Context: an optimization exercise on an open-source flow, tuned for small area and a short achievable clock period. The choices shown serve that exercise and are no tape-out recipe.
Function was checked by simulation only, so behaviour that the tests miss may differ from the original.

==> inputs of branch onyx <==
==> flow/design.v <==
module ms_oai22 #(parameter int W = 1) (
  input  logic [W-1:0] a1, a2, b1, b2,
  output logic [W-1:0] y
);
  assign y = ~((a1 | a2) & (b1 | b2));
endmodule
module ms_aoi22 #(parameter int W = 1) (
  input  logic [W-1:0] a1, a2, b1, b2,
  output logic [W-1:0] y
);
  assign y = ~((a1 & a2) | (b1 & b2));
endmodule
module ms_rd_join (
  input  logic [10:0] p,
  input  logic [5:0]  n,
  output logic        y
);
  assign y = (|p) | ~(&n);
endmodule
module mem_slave #(
  parameter int unsigned WIDTH       = 16,
  parameter int unsigned DEPTH       = 64,
  parameter int unsigned ADDR_WIDTH  = $clog2(DEPTH),
  parameter int unsigned WAIT_CYCLES = 2
) (
  input  logic                  clk,
  input  logic                  res,
  input  logic                  bus_wr_rd,
  input  logic [ADDR_WIDTH-1:0] bus_addr,
  input  logic [WIDTH-1:0]      bus_wdata,
  input  logic                  bus_valid,
  output logic                  bus_ready,
  output logic [WIDTH-1:0]      bus_rdata,
  output logic                  bus_rdata_vld
);
  localparam int N6 = 10;   
  logic             ready_q, w1_q, w2_q, rq1_q, rq2_q, pend_q;
  logic             rdt_q, rdb_q;
  logic [2:0]       ph6_q;       
  logic [1:0]       ph4_q;
  logic             we_q;
  logic [N6:0]      rsel_q;      
  logic             is4_q;
  logic [2:0]       pos_q;       
  logic [3:0]       tsel_q;      
  logic [1:0]       smatch_q;    
  logic [WIDTH-1:0] wdata_q;
  logic [WIDTH-1:0] rdbuf_q;
  logic [WIDTH-1:0] rdata_q;
  logic             rdata_vld_q;
  logic [WIDTH-1:0] m6_q [N6][6];
  logic [WIDTH-1:0] m4_q [4];
  logic             accept;
  logic             clr;
  logic [2:0]       h, l;
  logic             is4_d;
  logic [N6:0]      rdec;
  logic [2:0]       ofs;
  logic [2:0]       pos_d;
  logic [2:0]       p6, p6n;
  logic [1:0]       p4;
  logic [WIDTH-1:0] wsrc, wsrc_n;
  logic [WIDTH-1:0] rd_word;
  assign accept = ready_q && bus_valid;
  assign clr    = res || rq1_q || rq2_q;
  assign wsrc   = clr ? '0 : wdata_q;
  assign wsrc_n = ~wsrc;
  assign h     = bus_addr[5:3];
  assign l     = bus_addr[2:0];
  assign is4_d = l[2] && l[1] && h[2] && h[1];
  always_comb begin
    for (int r = 0; r < 8; r++) rdec[r] = (h == 3'(r)) && !(l[2] && l[1]);
    rdec[8]  = l[2] && l[1] && !l[0] && !(h[2] && h[1]);
    rdec[9]  = l[2] && l[1] &&  l[0] && !(h[2] && h[1]);
    rdec[10] = is4_d;
  end
  assign ofs = !(l[2] && l[1]) ? l : !(h[2] && h[1]) ? h : {1'b0, l[0], h[0]};
  always_comb begin
    p6  = ready_q ? ofs : pos_q;
    p6n = 3'(({1'b0, p6} + (ready_q ? {1'b0, ph6_q} : 4'd0) + 4'd1) % 4'd6);
    p4  = 2'(p6[1:0] + (ready_q ? ph4_q : 2'd0) + 2'd1);
  end
  assign pos_d = (ready_q ? is4_d : is4_q) ? {1'b0, p4} : p6n;
  logic [N6:0]      s0, ns0;
  logic [N6-1:0]    s1, ns1, s2;
  logic             s3;
  always_comb begin
    for (int r = 0; r <= N6; r++) s0[r] = rsel_q[r] && tsel_q[0];
    for (int r = 0; r < N6; r++) begin
      s1[r] = rsel_q[r] && tsel_q[1];
      s2[r] = rsel_q[r] && tsel_q[2];
    end
    s3  = tsel_q[3];
    ns0 = ~s0;
    ns1 = ~s1;
  end
  logic [WIDTH-1:0] pp [11];
  logic [WIDTH-1:0] nn [6];
  for (genvar i = 0; i < 5; i++) begin : g_rd
    ms_oai22 #(.W(WIDTH)) u_g0 (
      .a1(m6_q[2*i][0]), .a2({WIDTH{ns0[2*i]}}),
      .b1(m6_q[2*i+1][0]), .b2({WIDTH{ns0[2*i+1]}}), .y(pp[i]));
    ms_oai22 #(.W(WIDTH)) u_g1 (
      .a1(m6_q[2*i][2]), .a2({WIDTH{ns1[2*i]}}),
      .b1(m6_q[2*i+1][2]), .b2({WIDTH{ns1[2*i+1]}}), .y(pp[5+i]));
    ms_aoi22 #(.W(WIDTH)) u_g2 (
      .a1(m6_q[2*i][4]), .a2({WIDTH{s2[2*i]}}),
      .b1(m6_q[2*i+1][4]), .b2({WIDTH{s2[2*i+1]}}), .y(nn[i]));
  end
  assign pp[10] = ~(m4_q[0] | {WIDTH{ns0[N6]}});
  assign nn[5]  = ~(m4_q[2] & {WIDTH{s3}});
  for (genvar b = 0; b < WIDTH; b++) begin : g_join
    logic [10:0] pb;
    logic [5:0]  nb;
    for (genvar i = 0; i < 11; i++) begin : g_p
      assign pb[i] = pp[i][b];
    end
    for (genvar i = 0; i < 6; i++) begin : g_n
      assign nb[i] = nn[i][b];
    end
    ms_rd_join u_join (.p(pb), .n(nb), .y(rd_word[b]));
  end
  always_ff @(posedge clk) begin
    if (res) begin
      ready_q     <= 1'b0;
      w1_q        <= 1'b0;
      w2_q        <= 1'b0;
      pend_q      <= 1'b0;
      rdt_q       <= 1'b0;
      rdb_q       <= 1'b0;
      ph6_q       <= '0;
      ph4_q       <= '0;
      rdata_q     <= '0;
      rdata_vld_q <= 1'b0;
    end else begin
      ready_q     <= !accept && !w1_q;
      w1_q        <= accept;
      w2_q        <= w1_q;
      pend_q      <= (accept && bus_wr_rd) || (we_q && (w1_q || w2_q));
      rdt_q       <= w1_q && !we_q && !pos_d[0];
      rdb_q       <= w1_q && !we_q && pos_d[0];
      ph6_q       <= (ph6_q == 3'd5) ? 3'd0 : ph6_q + 3'd1;
      ph4_q       <= ph4_q + 2'd1;
      rdata_vld_q <= w2_q && !we_q;
      if (rdt_q) rdata_q <= rd_word;
      else if (rdb_q) rdata_q <= rdbuf_q;
    end
    rq1_q <= res;
    rq2_q <= rq1_q;
  end
  always_ff @(posedge clk) begin
    if (ready_q) begin
      we_q    <= bus_wr_rd;
      rsel_q  <= rdec;
      is4_q   <= is4_d;
      wdata_q <= bus_wdata;
    end
    pos_q       <= pos_d;
    if (ready_q ? is4_d : is4_q) begin
      tsel_q      <= {pos_d[1:0] == 2'd1 || pos_d[1:0] == 2'd2, 2'b00,
                      pos_d[1:0] == 2'd0 || pos_d[1:0] == 2'd3};
      smatch_q[0] <= (pos_d[1:0] == 2'd3);
      smatch_q[1] <= (pos_d[1:0] == 2'd1);
    end else begin
      tsel_q      <= {1'b0, pos_d == 3'd3 || pos_d == 3'd4, pos_d == 3'd1 || pos_d == 3'd2,
                      pos_d == 3'd5 || pos_d == 3'd0};
      smatch_q[0] <= (pos_d == 3'd5);
      smatch_q[1] <= (pos_d == 3'd2);
    end
    rdbuf_q <= rd_word;
  end
  logic [N6:0] ws0, ws1, wk0, wk1;
  always_comb begin
    for (int r = 0; r <= N6; r++) begin
      ws0[r] = clr || (pend_q && rsel_q[r] && smatch_q[0]);
      ws1[r] = clr || (pend_q && rsel_q[r] && smatch_q[1]);
    end
    wk0 = ~ws0;
    wk1 = ~ws1;
  end
  logic [WIDTH-1:0] d6s0 [N6];
  logic [WIDTH-1:0] d6s1 [N6];
  logic [WIDTH-1:0] d4s0, d4s1;
  for (genvar r = 0; r < N6; r++) begin : g_slot
    ms_oai22 #(.W(WIDTH)) u_s0 (
      .a1(m6_q[r][5]), .a2({WIDTH{ws0[r]}}), .b1(wsrc), .b2({WIDTH{wk0[r]}}), .y(d6s0[r]));
    ms_oai22 #(.W(WIDTH)) u_s1 (
      .a1(m6_q[r][2]), .a2({WIDTH{ws1[r]}}), .b1(wsrc_n), .b2({WIDTH{wk1[r]}}), .y(d6s1[r]));
  end
  ms_oai22 #(.W(WIDTH)) u_s40 (
    .a1(m4_q[3]), .a2({WIDTH{ws0[N6]}}), .b1(wsrc), .b2({WIDTH{wk0[N6]}}), .y(d4s0));
  ms_oai22 #(.W(WIDTH)) u_s41 (
    .a1(m4_q[1]), .a2({WIDTH{ws1[N6]}}), .b1(wsrc_n), .b2({WIDTH{wk1[N6]}}), .y(d4s1));
  always_ff @(posedge clk) begin
    for (int r = 0; r < N6; r++) begin
      m6_q[r][0] <= d6s0[r];
      m6_q[r][1] <= m6_q[r][0];
      m6_q[r][2] <= m6_q[r][1];
      m6_q[r][3] <= d6s1[r];
      m6_q[r][4] <= m6_q[r][3];
      m6_q[r][5] <= m6_q[r][4];
    end
    m4_q[0] <= d4s0;
    m4_q[1] <= m4_q[0];
    m4_q[2] <= d4s1;
    m4_q[3] <= m4_q[2];
  end
  assign bus_ready     = ready_q;
  assign bus_rdata     = rdata_q;
  assign bus_rdata_vld = rdata_vld_q;
endmodule
==> flow/run.sh <==
#!/bin/bash
# synth_recipe.tcl (not shown) runs the flow's synth.tcl, then flattens the netlist and writes it again
# the make line also repeats each setting of config.mk as NAME=value (left out here)
make -C /OpenROAD-flow-scripts/flow DESIGN_CONFIG=/design/flow/config.mk WORK_HOME=/design/flow/orfs CLKGATE_MAP_FILE= SYNTH_SCRIPT=/design/flow/synth_recipe.tcl finish
==> flow/config.mk <==
export PLATFORM = sky130hd
export DESIGN_NAME = mem_slave
export DESIGN_NICKNAME = mem_slave
export VERILOG_FILES = /design/flow/design.v
export SDC_FILE = /design/flow/constraint.sdc
export NUM_CORES = 4
export LEC_CHECK = 0
export ABC_CLOCK_PERIOD_IN_PS = 2000
export CAP_MARGIN = 20
export CORE_MARGIN = 2
export CORE_UTILIZATION = 40
export SETUP_SLACK_MARGIN = 2.8
export SLEW_MARGIN = 20
export SYNTH_HIERARCHICAL = 1
==> flow/constraint.sdc <==
create_clock -name core_clock -period 5.0 [get_ports {clk}]
set_input_delay 1.0000 -clock core_clock [delete_from_list [all_inputs] [get_ports {clk}]]
set_output_delay 1.0000 -clock core_clock [all_outputs]
set_load 0.01 [all_outputs]
==> branch sierra (differences from branch onyx) <==
==> flow/design.v (replaced) <==
module mem_slave #(
  parameter int unsigned WIDTH       = 16,
  parameter int unsigned DEPTH       = 64,
  parameter int unsigned ADDR_WIDTH  = $clog2(DEPTH),
  parameter int unsigned WAIT_CYCLES = 2
) (
  input  logic                  clk,
  input  logic                  res,
  input  logic                  bus_wr_rd,
  input  logic [ADDR_WIDTH-1:0] bus_addr,
  input  logic [WIDTH-1:0]      bus_wdata,
  input  logic                  bus_valid,
  output logic                  bus_ready,
  output logic [WIDTH-1:0]      bus_rdata,
  output logic                  bus_rdata_vld
);
  localparam int NR = 8;   
  localparam int RL = 8;   
  localparam int NT = 4;   
  localparam int NS = 3;   
  logic             ready_q, w1_q, w2_q, rq1_q, rq2_q, pend_q;
  logic             rdt_q, rdb_q;
  logic [2:0]       ph_q;
  logic             we_q;
  logic [NR-1:0]    rsel_q;      
  logic [2:0]       pos_q;       
  logic [NT-1:0]    tsel_q;      
  logic [NS-1:0]    smatch_q;    
  logic [WIDTH-1:0] wdata_q;
  logic [WIDTH-1:0] rdbuf_q;
  logic [WIDTH-1:0] rdata_q;
  logic             rdata_vld_q;
  logic [WIDTH-1:0] mem_q [NR][RL];
  logic             accept;
  logic             clr;
  logic [2:0]       pos_d;
  logic [1:0]       tap_d;
  logic [WIDTH-1:0] wsrc;
  logic [WIDTH-1:0] tap_word [NT];
  logic [WIDTH-1:0] rd_word;
  logic [NR-1:0]    rdec;
  assign accept = ready_q && bus_valid;
  assign clr    = res || rq1_q || rq2_q;
  assign wsrc   = clr ? '0 : wdata_q;
  always_comb begin
    for (int r = 0; r < NR; r++) rdec[r] = (bus_addr[5:3] == 3'(r));
  end
  assign pos_d = ready_q ? (bus_addr[2:0] + ph_q + 3'd1) : (pos_q + 3'd1);
  assign tap_d = 2'((pos_d + 3'd1) >> 1);   
  always_comb begin
    for (int t = 0; t < NT; t++) begin
      tap_word[t] = '0;
      for (int r = 0; r < NR; r++)
        tap_word[t] = tap_word[t] | (mem_q[r][2*t] & {WIDTH{rsel_q[r]}});
    end
    rd_word = '0;
    for (int t = 0; t < NT; t++)
      rd_word = rd_word | (tap_word[t] & {WIDTH{tsel_q[t]}});
  end
  always_ff @(posedge clk) begin
    if (res) begin
      ready_q     <= 1'b0;
      w1_q        <= 1'b0;
      w2_q        <= 1'b0;
      pend_q      <= 1'b0;
      rdt_q       <= 1'b0;
      rdb_q       <= 1'b0;
      ph_q        <= '0;
      rdata_q     <= '0;
      rdata_vld_q <= 1'b0;
    end else begin
      ready_q     <= !accept && !w1_q;
      w1_q        <= accept;
      w2_q        <= w1_q;
      pend_q      <= (accept && bus_wr_rd) || (we_q && (w1_q || w2_q));
      rdt_q       <= w1_q && !we_q && !pos_d[0];
      rdb_q       <= w1_q && !we_q && pos_d[0];
      ph_q        <= ph_q + 3'd1;
      rdata_vld_q <= w2_q && !we_q;
      if (rdt_q) rdata_q <= rd_word;
      else if (rdb_q) rdata_q <= rdbuf_q;
    end
    rq1_q <= res;
    rq2_q <= rq1_q;
  end
  always_ff @(posedge clk) begin
    if (ready_q) begin
      we_q    <= bus_wr_rd;
      rsel_q  <= rdec;
      wdata_q <= bus_wdata;
    end
    pos_q       <= pos_d;
    tsel_q      <= NT'(1) << tap_d;
    smatch_q[0] <= (pos_d == 3'd7);
    smatch_q[1] <= (pos_d == 3'd2);
    smatch_q[2] <= (pos_d == 3'd5);
    rdbuf_q     <= rd_word;
  end
  always_ff @(posedge clk) begin
    for (int r = 0; r < NR; r++) begin
      for (int k = 0; k < RL; k++) begin
        if ((k % 3) == 0 && (clr || (pend_q && rsel_q[r] && smatch_q[k / 3])))
          mem_q[r][k] <= wsrc;
        else
          mem_q[r][k] <= mem_q[r][(k + RL - 1) % RL];
      end
    end
  end
  assign bus_ready     = ready_q;
  assign bus_rdata     = rdata_q;
  assign bus_rdata_vld = rdata_vld_q;
endmodule
- SYNTH_HIERARCHICAL: 1 -> unset
==> qor summary <==
| quantity | branch sierra | branch onyx |
|---|---|---|
| Status | timing/DRC/antenna clean | timing/DRC/antenna clean |
| # Taps | 1050 | 959 |
| Slew at the pin with the worst max-slew slack | 1040 ps | 1090 ps |
| Tot GR Track Use | 24.3% | 26.3% |
| Clk_skew | 31.6 ps | 22.7 ps |
| Vias per inst | 5.50 | 5.82 |
| Synthesized instance count | 2881 | 2184 |
| Crit Path Max Fanout | 2 | 6 |
| Vias | 22100 | 20000 |
| Antenna violations before repair | 2 | 5 |
| Antenna Diode Count | 0 | 3 |
| Fraction of final layout cells sized beyond drive strength 1 | 11.7% | 20.6% |
| First-pass GRT wire length | 146 mm | 140 mm |
| Number of gates resized after cts | 136 | 284 |
| Register cell area after layout | 22400 um2 | 22500 um2 |

port drivers added, routing unchanged:
Ports are ideal in the flow. The routed layouts listed here were re-timed in OpenROAD. Step 1 sets driving cells, clkbuf_16 on the clock port and buf_2 on the other inputs (assumed; they add their load-dependent delay and slew). Step 2 also shifts input and output timing later by t, the mid clock arrival at the registers, as if the neighbouring blocks saw the same clock. Slacks: ideal / step 1 / step 2; pairs: ideal / step 1.
run | t, ns | slack for setup (ns) | worst hold slack (ns) | slew at the worst register clock pin (ns)
branch onyx | 0.730 | 2.309 / 2.335 / 1.617 | 0.314 / 0.314 / 0.314 | 0.07 / 0.07
branch sierra | 0.713 | 2.826 / 2.761 / 2.286 | 0.316 / 0.316 / 0.316 | 0.07 / 0.07
After both steps setup and hold are still met in every run listed. The setup slack of branch onyx, which loses most, moves by +0.026 ns with the drivers and by -0.692 ns with both steps.
